This is an optimization exercise on Yosys and OpenROAD, whose aim is small area, a short achievable clock period and few clock cycles, not a production implementation. The RTL was checked by simulation tests, not by an equivalence proof against the original design. Power and IR drop assume default switching activity.

<file path="design.v">
`default_nettype none
package sva_pkg;
    localparam int VOICES      = 16;
    localparam int STACK_DEPTH = 256;
    localparam int VW          = $clog2(VOICES);
    localparam int SW          = $clog2(STACK_DEPTH);
    localparam int KEY_W       = 11;
    localparam int ADDR_W      = 4;
    localparam logic [1:0] OP_NOTE_ON  = 2'd0;
    localparam logic [1:0] OP_NOTE_OFF = 2'd1;
    localparam logic [1:0] OP_ALL_OFF  = 2'd2;
    localparam logic [1:0] OP_FINISHED = 2'd3;
    localparam logic [1:0] REG_MONO  = 2'd0;
    localparam logic [1:0] REG_LIMIT = 2'd1;
    localparam logic [1:0] REG_DUAL  = 2'd2;
    localparam logic ACT_TRIG = 1'b0;
    localparam logic ACT_REL  = 1'b1;
    typedef logic [KEY_W-1:0] t_key;
    typedef struct packed {
        logic [1:0] opcode;
        logic [3:0] channel;
        logic [6:0] note;
        logic [3:0] voice;
    } t_in_item;
    typedef struct packed {
        logic [3:0] voice_index;
        logic       action;
        logic [3:0] key_channel;
        logic [6:0] key_note;
        logic       last;
    } t_out_item;
endpackage
`default_nettype wire
`default_nettype none
import sva_pkg::*;
module sva_stack (
    input  wire logic                      i_clk,
    input  wire logic                      i_we,
    input  wire logic [sva_pkg::SW-1:0]    i_waddr,
    input  wire sva_pkg::t_key             i_wdata,
    input  wire logic [sva_pkg::SW-1:0]    i_raddr,
    output sva_pkg::t_key                  o_rdata
);
    sva_pkg::t_key r_mem [0:STACK_DEPTH-1];
    sva_pkg::t_key r_rdata;
    always_ff @(posedge i_clk) begin
        if (i_we) begin
            r_mem[i_waddr] <= i_wdata;
        end
        r_rdata <= r_mem[i_raddr];
    end
    assign o_rdata = r_rdata;
endmodule
`default_nettype wire
`default_nettype none
import sva_pkg::*;
module synth_voice_allocator (
    input  wire logic                        i_clk,
    input  wire logic                        i_rst_n,
    input  wire logic                        i_in_valid,
    output logic                             o_in_stall,
    input  wire sva_pkg::t_in_item           i_in_data,
    output logic                             o_out_valid,
    input  wire logic                        i_out_stall,
    output sva_pkg::t_out_item               o_out_data,
    input  wire logic                        psel,
    input  wire logic                        penable,
    input  wire logic                        pwrite,
    input  wire logic [sva_pkg::ADDR_W-1:0]  paddr,
    input  wire logic [31:0]                 pwdata,
    output logic [31:0]                      prdata,
    output logic                             pready
);
    typedef sva_pkg::t_key t_key;
    typedef sva_pkg::t_out_item t_out_item;
    typedef enum logic [3:0] {
        S_IDLE, S_HELD, S_FREE, S_OLD, S_REL, S_ALL, S_RD, S_CMP, S_TOP, S_FLUSH
    } t_state;
    t_state          r_state;
    logic            r_mono;
    logic [4:0]      r_limit;
    logic            r_dual;
    logic            r_sounding [0:VOICES-1];
    logic            r_held     [0:VOICES-1];
    t_key            r_vkey     [0:VOICES-1];
    logic [31:0]     r_age      [0:VOICES-1];
    logic [31:0]     r_age_ctr;
    logic [SW:0]     r_stack_cnt;
    t_key            r_key;
    logic [VW:0]     r_scan;
    logic [VW-1:0]   r_best;
    logic [31:0]     r_best_span;
    logic [SW:0]     r_rd;
    logic [SW:0]     r_wr;
    logic            r_pend_valid;
    logic [VW-1:0]   r_pend_v;
    logic            r_pend_act;
    t_key            r_pend_key;
    logic            r_out_valid;
    t_out_item       r_out;
    logic            w_accept;
    logic            w_can_push;
    logic [VW-1:0]   w_idx;
    logic            w_holds;
    logic            w_rel_hit;
    logic            w_push;
    logic [31:0]     w_span;
    logic [VW:0]     w_lim;
    logic [VW:0]     w_clamp;
    t_key            w_in_key;
    logic            w_we;
    logic [SW-1:0]   w_waddr;
    t_key            w_wdata;
    logic [SW-1:0]   w_raddr;
    t_key            w_rdata;
    logic [SW:0]     w_top;
    assign w_in_key   = {i_in_data.channel, i_in_data.note};
    assign w_accept   = i_in_valid && (r_state == S_IDLE);
    assign o_in_stall = (r_state != S_IDLE);
    assign w_can_push = !r_out_valid || !i_out_stall;
    assign w_idx      = r_scan[VW-1:0];
    assign w_holds    = r_held[w_idx] && (r_vkey[w_idx] == r_key);
    assign w_rel_hit  = (r_state == S_REL) ? w_holds : r_sounding[w_idx];
    assign w_span     = r_age_ctr - r_age[w_idx];
    assign w_clamp    = (int'(r_limit) > VOICES) ? (VW+1)'(VOICES) : (VW+1)'(r_limit);
    assign w_lim      = r_dual ? (w_clamp >> 1) : w_clamp;
    assign w_top      = r_wr - 1'b1;
    always_comb begin
        w_push = 1'b0;
        if (r_state == S_FLUSH) begin
            w_push = r_pend_valid && w_can_push;
        end else if ((r_state == S_REL || r_state == S_ALL) && int'(r_scan) != VOICES
                     && w_rel_hit) begin
            w_push = r_pend_valid && w_can_push;
        end
    end
    always_comb begin
        w_we    = 1'b0;
        w_waddr = r_stack_cnt[SW-1:0];
        w_wdata = w_in_key;
        if (r_state == S_CMP) begin
            w_we    = (w_rdata != r_key);
            w_waddr = r_wr[SW-1:0];
            w_wdata = w_rdata;
        end else if (w_accept && r_mono && i_in_data.opcode == OP_NOTE_ON) begin
            w_we = (int'(r_stack_cnt) < STACK_DEPTH);
        end
        w_raddr = (r_rd == r_stack_cnt) ? w_top[SW-1:0] : r_rd[SW-1:0];
    end
    sva_stack u_stack (
        .i_clk   (i_clk),
        .i_we    (w_we),
        .i_waddr (w_waddr),
        .i_wdata (w_wdata),
        .i_raddr (w_raddr),
        .o_rdata (w_rdata)
    );
    always_comb begin
        unique case (paddr[3:2])
            REG_MONO:  prdata = {31'd0, r_mono};
            REG_LIMIT: prdata = {27'd0, r_limit};
            REG_DUAL:  prdata = {31'd0, r_dual};
            default:   prdata = 32'd0;
        endcase
    end
    assign pready = 1'b1;
    assign o_out_valid = r_out_valid;
    assign o_out_data  = r_out;
    always_ff @(posedge i_clk) begin
        if (!i_rst_n) begin
            r_state      <= S_IDLE;
            r_mono       <= 1'b0;
            r_limit      <= 5'd16;
            r_dual       <= 1'b0;
            r_age_ctr    <= 32'd0;
            r_stack_cnt  <= '0;
            r_pend_valid <= 1'b0;
            r_out_valid  <= 1'b0;
            for (int i = 0; i < VOICES; i++) begin
                r_sounding[i] <= 1'b0;
                r_held[i]     <= 1'b0;
                r_vkey[i]     <= '0;
                r_age[i]      <= 32'd0;
            end
        end else begin
            if (psel && penable && pwrite) begin
                unique case (paddr[3:2])
                    REG_MONO:  r_mono  <= pwdata[0];
                    REG_LIMIT: r_limit <= pwdata[4:0];
                    REG_DUAL:  r_dual  <= pwdata[0];
                    default:   ;
                endcase
            end
            if (w_push) begin
                r_out_valid <= 1'b1;
                r_out.voice_index <= r_pend_v;
                r_out.action      <= r_pend_act;
                r_out.key_channel <= r_pend_key[10:7];
                r_out.key_note    <= r_pend_key[6:0];
                r_out.last        <= (r_state == S_FLUSH);
            end else if (!i_out_stall) begin
                r_out_valid <= 1'b0;
            end
            unique case (r_state)
                S_IDLE: begin
                    if (w_accept) begin
                        r_key  <= w_in_key;
                        r_scan <= '0;
                        r_rd   <= '0;
                        r_wr   <= '0;
                        unique case (i_in_data.opcode)
                            OP_NOTE_ON: begin
                                if (r_mono) begin
                                    if (int'(r_stack_cnt) < STACK_DEPTH) begin
                                        r_stack_cnt <= r_stack_cnt + 1'b1;
                                    end
                                    r_sounding[0] <= 1'b1;
                                    r_held[0]     <= 1'b1;
                                    r_vkey[0]     <= w_in_key;
                                    r_age[0]      <= r_age_ctr;
                                    r_age_ctr     <= r_age_ctr + 1'b1;
                                    r_pend_valid  <= 1'b1;
                                    r_pend_v      <= '0;
                                    r_pend_act    <= ACT_TRIG;
                                    r_pend_key    <= w_in_key;
                                    r_state       <= S_FLUSH;
                                end else begin
                                    r_state <= S_HELD;
                                end
                            end
                            OP_NOTE_OFF: r_state <= r_mono ? S_RD : S_REL;
                            OP_ALL_OFF:  r_state <= S_ALL;
                            OP_FINISHED: begin
                                if (int'(i_in_data.voice) < VOICES) begin
                                    r_sounding[VW'(i_in_data.voice)] <= 1'b0;
                                    r_held[VW'(i_in_data.voice)]     <= 1'b0;
                                end
                            end
                            default: ;
                        endcase
                    end
                end
                S_HELD: begin
                    if (int'(r_scan) == VOICES) begin
                        r_scan  <= '0;
                        r_state <= S_FREE;
                    end else if (w_holds) begin
                        r_sounding[w_idx] <= 1'b1;
                        r_age[w_idx]      <= r_age_ctr;
                        r_age_ctr         <= r_age_ctr + 1'b1;
                        r_pend_valid      <= 1'b1;
                        r_pend_v          <= w_idx;
                        r_pend_act        <= ACT_TRIG;
                        r_pend_key        <= r_key;
                        r_state           <= S_FLUSH;
                    end else begin
                        r_scan <= r_scan + 1'b1;
                    end
                end
                S_FREE: begin
                    if (r_scan >= w_lim) begin
                        r_scan  <= '0;
                        r_best  <= '0;
                        r_state <= S_OLD;
                    end else if (!r_sounding[w_idx]) begin
                        r_best  <= w_idx;
                        r_scan  <= w_lim;
                        r_state <= S_OLD;
                    end else begin
                        r_scan <= r_scan + 1'b1;
                    end
                end
                S_OLD: begin
                    if (r_scan >= w_lim) begin
                        r_sounding[r_best] <= 1'b1;
                        r_held[r_best]     <= 1'b1;
                        r_vkey[r_best]     <= r_key;
                        r_age[r_best]      <= r_age_ctr;
                        r_age_ctr          <= r_age_ctr + 1'b1;
                        r_pend_valid       <= 1'b1;
                        r_pend_v           <= r_best;
                        r_pend_act         <= ACT_TRIG;
                        r_pend_key         <= r_key;
                        r_state            <= S_FLUSH;
                    end else begin
                        if (r_scan == '0 || w_span > r_best_span) begin
                            r_best      <= w_idx;
                            r_best_span <= w_span;
                        end
                        r_scan <= r_scan + 1'b1;
                    end
                end
                S_REL, S_ALL: begin
                    if (int'(r_scan) == VOICES) begin
                        if (r_state == S_ALL) begin
                            r_stack_cnt <= '0;
                        end
                        r_state <= S_FLUSH;
                    end else if (w_rel_hit) begin
                        if (!r_pend_valid || w_can_push) begin
                            r_held[w_idx] <= 1'b0;
                            r_pend_valid  <= 1'b1;
                            r_pend_v      <= w_idx;
                            r_pend_act    <= ACT_REL;
                            r_pend_key    <= r_vkey[w_idx];
                            r_scan        <= r_scan + 1'b1;
                        end
                    end else begin
                        r_scan <= r_scan + 1'b1;
                    end
                end
                S_RD: begin
                    if (r_rd == r_stack_cnt) begin
                        r_stack_cnt <= r_wr;
                        if (r_held[0] && r_vkey[0] == r_key) begin
                            if (r_wr != '0) begin
                                r_state <= S_TOP;
                            end else begin
                                r_held[0]    <= 1'b0;
                                r_pend_valid <= 1'b1;
                                r_pend_v     <= '0;
                                r_pend_act   <= ACT_REL;
                                r_pend_key   <= r_vkey[0];
                                r_state      <= S_FLUSH;
                            end
                        end else begin
                            r_state <= S_FLUSH;
                        end
                    end else begin
                        r_state <= S_CMP;
                    end
                end
                S_CMP: begin
                    if (w_rdata != r_key) begin
                        r_wr <= r_wr + 1'b1;
                    end
                    r_rd    <= r_rd + 1'b1;
                    r_state <= S_RD;
                end
                S_TOP: begin
                    r_sounding[0] <= 1'b1;
                    r_held[0]     <= 1'b1;
                    r_vkey[0]     <= w_rdata;
                    r_age[0]      <= r_age_ctr;
                    r_age_ctr     <= r_age_ctr + 1'b1;
                    r_pend_valid  <= 1'b1;
                    r_pend_v      <= '0;
                    r_pend_act    <= ACT_TRIG;
                    r_pend_key    <= w_rdata;
                    r_state       <= S_FLUSH;
                end
                S_FLUSH: begin
                    if (!r_pend_valid) begin
                        r_state <= S_IDLE;
                    end else if (w_can_push) begin
                        r_pend_valid <= 1'b0;
                        r_state      <= S_IDLE;
                    end
                end
                default: r_state <= S_IDLE;
            endcase
        end
    end
endmodule
`default_nettype wire
</file>
<file path="constraint.sdc">
create_clock -name core_clock -period 9.0 [get_ports {i_clk}]
set_input_delay 1.8000 -clock core_clock [delete_from_list [all_inputs] [get_ports {i_clk}]]
set_output_delay 1.8000 -clock core_clock [all_outputs]
set_load 0.01 [all_outputs]
</file>
<file path="run.sh">
#!/bin/bash
# synth_recipe.tcl (not shown) runs the flow's synth.tcl, then flattens the netlist and writes it again
# the make line also repeats each setting of config.mk as NAME=value (left out here)
make -C /OpenROAD-flow-scripts/flow DESIGN_CONFIG=/design/flow/config.mk WORK_HOME=/design/flow/orfs CLKGATE_MAP_FILE= SYNTH_SCRIPT=/design/flow/synth_recipe.tcl finish
</file>
<file path="config.mk">
export PLATFORM = sky130hd
export DESIGN_NAME = synth_voice_allocator
export DESIGN_NICKNAME = synth_voice_allocator
export VERILOG_FILES = /design/flow/design.v
export SDC_FILE = /design/flow/constraint.sdc
export NUM_CORES = 4
export LEC_CHECK = 0
export CAP_MARGIN = 20
export CORE_MARGIN = 2
export CORE_UTILIZATION = 40
export SLEW_MARGIN = 20
</file>
==> results.cfg <==
[critical_path]
cp-endpoint = r_best_span[12]$_DFFE_PP_
crit_path_frequent_cell = o21ai_0
critPathKind = reg2reg
cpMaxStageDelayCell = dfxtp_4
rr_worst_depth = 30
cp.arrival_ns = 8.65
critical_path_required_ns = 9.74
rr_endpoint = r_best_span[12]$_DFFE_PP_
worst_setup_path_start_kind = flop
crit_path_end_kind = flop
crit_fanout = 27
ff2ff_setup_slack_ns = 1.09
crit_path_max_incr_delay_ns = 0.78

[logic_synthesis]
yosysTopAreaCellShare_pct = 69.2
netlist_instances = 11700
synth_top_area_cell = edfxtp_1
synthArstFlopShare_pct = 0
synth_edf_count = 3607
synth-seq-area-share_pct = 70.5
ys_types = 76
netlist_area_mm2 = 0.156
ys_seq_elements = 3708
netlist_top_cells_count = edfxtp_1, nand2_1, nand3_1
synthFlopType = edfxtp_1
syn_area_per_cell_um2 = 13.4
yosys_warnings = 2
synth_area_leaders = edfxtp_1, nand2_1, mux4_2
synthMostInstantiatedCell = edfxtp_1

[timing]
period_minus_slack_ns = 7.91
hold_violations = 0
finalCritPeriodShare_pct = 87.8
setup_tns_ns = 0
finClkSkew_ns = 0.0834
max_freq_mhz = 126
setup_viol = 0
rsz0062_at_grt = false
final-max-slew-violation-count = 0
fin_ws_ns = 1.09
slew_headroom_pct = 17.9
worst_pin_slew_ns = 1.23

[clock_network]
cts_buffers = 390
clk_path_buf_depth = 4
clk_pin_slew_ns = 0.06
cts_setup_buffers = 0
clk_root_buffer_cell = clkbuf_16
htreeDepth = 5
ctsResizeCount = 0
clkSinkCount = 3708
hold_buffers = 0
tritoncts = yes
clkLatencyLatePin_ns = 0.99

[die]
fp-row-count = 229
die_h_um = 629
coreArea_mm2 = 0.389
start_util_pct = 40.2
pin_count = 112
fp.dieW_um = 629
dieArea_mm2 = 0.396

[power]
max-vdd-ir-drop_mv = 0.200
clkPwrFrac_pct = 35.0
intPower_uw = 31300
powerDensity_mw_per_mm2 = 252
power.switching_uw = 13300
p_leak_uw = 0.0598
switching_share_pct = 29.8
p_seq_share_pct = 44.4
power_frac_comb_pct = 20.6

[route]
ant_nets = 0
drc = 0
drtPass1Iterations = 9
wl_um = 491000
vias = 102000
via_per_inst = 5.91
drt-wirelength-per-cell_um = 28.5
first_iter_violations = 14500

[layout]
fin_nets = 11800
layout-drive-gt1-share_pct = 11.9
stdcell_count = 17200
area_delta_synth_final_pct = 13.0

[grt]
busiest_layer = met2
grt_pass1_wl_um = 698000
grt-ovfl-total = 0
grt_pass1_vias = 97300
grt_max_degree = 193
grt_use_met2_pct = 37.2
grt_use_met1_pct = 33.1
use_met3_pct = 5.07
grt_usage_pct = 24.0
antenna_found_initial = 30

[worst_hold_path]
hold_class = reg2reg

[place]
placed_cells = 16500
place_congestion = 0.920
dp_slack_ns = 0.895
hpwlAfterDp_um = 292000
portBuffers = 54

[flow_run]
max-cap-violations = 0

[run_status]
status = finished clean
-- final cells by class --
class	instances	area, µm²
well taps	5197	6500
clock buffers	504	10500
flip-flops and latches	3708	110000
repair buffers	433	4060
fillers	34200	212000
inverters	101	379
multi-input cells	7049	43200
clock inverters	205	1720
diodes	15	37.5
-- power groups by stage --
| stage | sequential, µW | combinational, µW | clock (µW) |
|---|---|---|---|
| global route | 19800 | 9710 | 16400 |
| detailed placement | 20200 | 9040 | 0 |
| global placement | 20100 | 8950 | 0 |
| CTS | 19800 | 9070 | 15800 |
| floorplan | 19800 | 5830 | 0 |
| finish | 19800 | 9190 | 15600 |
-- worst max-delay path, delay by kind of cell, from the launching register on --
| family | cells | cell delay (ns) |
|---|---|---|
| compound gates | 17 | 3.80 |
| xor+xnor | 1 | 0.16 |
| fa+ha+maj | 2 | 0.53 |
| buf+inv | 4 | 0.75 |
| flops | 1 | 0.78 |
| mux | 2 | 1.11 |
| simple gates | 4 | 0.48 |
-- worst min-delay path by stage --
| stage | slack (ns) | end | start | cells past startpoint |
|---|---|---|---|---|
| 2_1_floorplan | 0.40 | r_out[10]$_DFFE_PP_ | r_pend_key[9]$_DFFE_PP_ | 0 |
| 3_3_place_gp | 0.40 | r_out[9]$_DFFE_PP_ | r_pend_key[8]$_DFFE_PP_ | 0 |
| 3_5_place_dp | 0.41 | r_out[13]$_DFFE_PP_ | r_pend_v[0]$_DFFE_PP_ | 0 |
| 4_1_cts | 0.42 | r_out[16]$_DFFE_PP_ | r_pend_v[3]$_DFFE_PP_ | 0 |
| 5_1_grt | 0.42 | r_out[16]$_DFFE_PP_ | r_pend_v[3]$_DFFE_PP_ | 0 |
| 6_report | 0.42 | r_out[16]$_DFFE_PP_ | r_pend_v[3]$_DFFE_PP_ | 0 |
-- per-stage QoR --
| stage | power, µW | instance area [µm²] | util [%] | hold WS, ns |
|---|---|---|---|---|
| after floorplan | 25700 | 157000 | - | 0.400 |
| after global placement | 29100 | 164000 | 42.1 | 0.405 |
| after detailed placement | 29200 | 164000 | 42.2 | 0.407 |
| after CTS | 44600 | 176000 | 45.3 | 0.420 |
| after global routing | 46000 | 177000 | 45.4 | 0.423 |
| final | 44600 | 177000 | 45.4 | 0.417 |
-- cell usage in the layout, fill, tap and decap left out, types with 120 or more instances in the layout --
cell       synthesis  layout
nor2_1           493     332
a21oi_1          609     608
and2_1           576     575
mux4_2           228     228
nand3_1          619     618
clkbuf_16          0     398
and3_1           259     259
buf_4             32     321
mux2i_1          332     329
o21ai_0          209     207
edfxtp_1        3607    3607
nor2_2             0     154
a211oi_1         166     166
nand2_1         2242    2211
nor3_1           124     120
-- logic make-up (layout without fill, tap and decap cells) --
kind of cell,Yosys count,count (layout),synth area share [%]
muxes,583,583,5.57
buffers and inverters,953,1243,2.50
xor gates and xnor gates,115,115,0.644
AOI/OAI and AO/OA,1608,1608,6.47
adders and majority gates,81,81,0.653
other,2,43,0.00480
and+or+nand+nor,4634,4634,13.6
DFF,3708,3708,70.5
-- state kept, by name, summed over array words and instances, names as in the netlist, 4 cells and up, named ones only --
signal	cells
r_age	512
r_age_ctr	32
r_best	4
r_best_span	32
r_held	16
r_key	11
r_limit	5
r_out	17
r_pend_key	11
r_pend_v	4
r_rd	9
r_scan	5
r_sounding	16
r_stack_cnt	9
r_state	4
r_vkey	176
r_wr	9
u_stack.r_mem	2816
u_stack.r_rdata	11
-- layer usage --
layer / up-vias / wire (µm) / share of wire, %
met2: 5948 / 222000 / 45
met3: 990 / 54400 / 11
met1: 51400 / 193000 / 39
met4: 0 / 21100 / 4.3
li1: 43400 / - / -
met5: - / 0 / 0
Testbench counts, summed over its fixed seeds: cycles 64,582.

[re-timing with driven ports]
No port has a modelled driver above. Below, the same layout with a new extraction and two added sets of constraints. Step 1: set_driving_cell puts a clkbuf_16 on i_clk and a buf_2 on each other input, an assumption about the parent block. Step 2 also shifts input and output timing later by t, the mid clock arrival at the registers, as if the neighbouring blocks saw the same clock. Slacks: ideal / step 1 / step 2; pairs: ideal / step 1.
shift t [ns]: 1.054
slack for setup (ns): 1.094 / 1.094 / 1.094
worst hold slack (ns): 0.417 / 0.417 / 0.417
worst data-port slew with drivers (ns): 0.12
After both steps this run still meets setup and hold. The setup slack of this run moves by 0.000 ns with the drivers and by 0.000 ns with both steps.
